Context: an optimization exercise on an open-source flow, tuned for small area. The choices shown serve that exercise and are no tape-out recipe.
Function was checked by simulation only, so behaviour that the tests miss may differ from the original.
Power figures rest on the tool's default switching activity, not on a simulated workload.

red:
==> module speech_synth, before the edit <==
module speech_synth (
   input  logic               clk,
   input  logic               reset,
   input  logic               ws,
   input  logic               rs,
   input  speech_pkg::addr_t  addr,
   input  speech_pkg::data_t  dd,
   output speech_pkg::data_t  dq,
   output logic               rdy,
   output speech_pkg::out_t   dac_out,
   output logic               sample_valid
);
   speech_pkg::frame_t  shadow;
   speech_pkg::energy_t energy;    
   speech_pkg::pitch_t  pitch;
   logic                talking;
   logic                restart;
   logic                load;
   logic                tick;
   logic [2:0]          m5;
   logic [1:0]          m4;
   speech_pkg::sample_t nexc;
   speech_pkg::sample_t g3;
   host_regs u_host_regs (
      .clk     (clk),
      .reset   (reset),
      .ws      (ws),
      .rs      (rs),
      .addr    (addr),
      .dd      (dd),
      .tick    (tick),
      .dq      (dq),
      .rdy     (rdy),
      .shadow  (shadow),
      .talking (talking),
      .restart (restart),
      .load    (load)
   );
   always_ff @(posedge clk)
      if (load) begin
         energy <= shadow.energy;
         pitch  <= shadow.pitch;
      end
   excitation_gen u_excitation_gen (
      .clk     (clk),
      .reset   (reset),
      .energy  (energy),
      .pitch   (pitch),
      .talking (talking),
      .restart (restart),
      .m5      (m5),
      .m4      (m4),
      .tick    (tick),
      .nexc    (nexc)
   );
   lattice_stage u_lattice (
      .clk     (clk),
      .reset   (reset),
      .f_step  (m5 == 3'd0),
      .b_step  (m5 == 3'd4),
      .first   ((m5 == 3'd0) & (m4 == 2'd0)),
      .last    (tick),
      .restart (restart),
      .load    (load),
      .k_new   (shadow.k),
      .nexc    (nexc),
      .g_out   (g3)
   );
   assign dac_out = ~g3[13:4];
   sample_out u_sample_out (
      .clk          (clk),
      .reset        (reset),
      .talking      (talking),
      .tick         (tick),
      .sample_valid (sample_valid)
   );
endmodule
export LEC_CHECK = 0
export ABC_AREA = 1
export CAP_MARGIN = 20
export CORE_MARGIN = 2
export CORE_UTILIZATION = 55
export GPL_TIMING_DRIVEN = 0
export SLEW_MARGIN = 20
create_clock -name core_clock -period 32.0 [get_ports {clk}]
standard.sh (not shown) runs the stock make flow with config.mk's settings and CLKGATE_MAP_FILE= SYNTH_SCRIPT=/design/flow/synth_recipe.tcl, a recipe that flattens the netlist after the stock synthesis.
==> flow/flow/run.sh <==
#!/bin/bash
# Own layout flow: the standard ORFS flow (standard.sh) with these changes:
#  - the port buffers are sky130_fd_sc_hd__buf_1;
#  - clock tree synthesis inserts no dummy loads, and uses clkbuf_8 for the root and
#    inner tree buffers and clkbuf_16 at the leaves.
# Every other script, setting and step is the standard one. Each step's output goes to
# its own log in this folder; ORFS's own per-stage logs are under orfs/logs/.
set -euo pipefail
W=$PWD
rm -rf "$W/scripts_area"
cp -r "$FLOW_HOME/scripts" "$W/scripts_area"
cp "$W/flow/abc_area.script" "$W/scripts_area/abc_area.script"
CTS="-sink_clustering_enable -repair_clock_nets -sink_clustering_size 30 -sink_clustering_max_diameter 150"
CTS="$CTS -buf_list sky130_fd_sc_hd__clkbuf_16 -root_buf sky130_fd_sc_hd__clkbuf_8 -tree_buf sky130_fd_sc_hd__clkbuf_8 -dont_use_dummy_load"
V=("SCRIPTS_DIR=$W/scripts_area" "BUFFER_PORTS_ARGS=-buffer_cell sky130_fd_sc_hd__buf_1" "CTS_ARGS=$CTS")
for step in synth floorplan place cts route finish; do
  bash standard.sh "${V[@]}" "$step" > "$W/flow_$step.log" 2>&1
done
test -f "$W/out/final.def"
==> flow/flow/abc_area.script <==
strash
dch
amap -m
topo
stime -c
For blue, these inputs were changed with respect to red:
-- flow/design.v --
<<< red, line 517
   speech_pkg::frame_t  shadow;
   speech_pkg::energy_t energy;    
   speech_pkg::pitch_t  pitch;
   logic                talking;
>>> blue, line 517
   speech_pkg::frame_t  shadow;
   speech_pkg::energy_t energy;    
   speech_pkg::energy_t energy_n;  
   speech_pkg::pitch_t  pitch;
   logic                talking;
<<< red, line 543
   always_ff @(posedge clk)
      if (load) begin
         energy <= shadow.energy;
         pitch  <= shadow.pitch;
      end
   excitation_gen u_excitation_gen (
      .clk     (clk),
>>> blue, line 544
   always_ff @(posedge clk)
      if (load) begin
         energy_n <= ~shadow.energy;
         pitch  <= shadow.pitch;
      end
   assign energy = ~energy_n;
   excitation_gen u_excitation_gen (
      .clk     (clk),
- Against red, blue comes in 0.56 points higher on multi-input gate share of the layout cell area.
- As far as first-pass GRT wire length is concerned, red and blue perform about the same.
- red has higher core occupancy in the finished layout than blue.
- Against red, blue reports a final cell count that is lower.
- The faster design of the two is red; blue tops out lower.
- On blue: leakage component of the power is 0.74% lower than what red gave.
- On synthesized area per cell, blue and red are basically level.
- Compared with red, in blue number of buffers and inverters on the critical path shrank by 1, synthesized cell count shrank by 5, global-route usage held steady.
- blue ends up with a count of multi-input gates that is 1.4% higher than in red.
- Clock power delta (red -> blue): insignificant

## re-timing with driven ports
The flow's constraints put no driver on any port. The routed layouts listed below were extracted and timed again, unchanged, in two steps. Step 1 assumes that a clkbuf_16 drives the clock port and a buf_2 every other input. Step 2 also shifts input and output timing later by t, the mid clock arrival at the registers, as if the neighbouring blocks saw the same clock. Three values: ideal ports, drivers, drivers and shift; two values: the first two.
run | t, ns | slack for setup (ns) | latest minus earliest clock arrival (ns) | worst data-port slew with drivers (ns) | pins driven straight from the clock port
red | 0.538 | 19.067 / 19.067 / 19.067 | 0.050 / 0.049 | 0.03 | 1
blue | 0.538 | 18.622 / 18.622 / 18.622 | 0.058 / 0.059 | 0.03 | 1
After both steps every run listed still meets setup and hold.
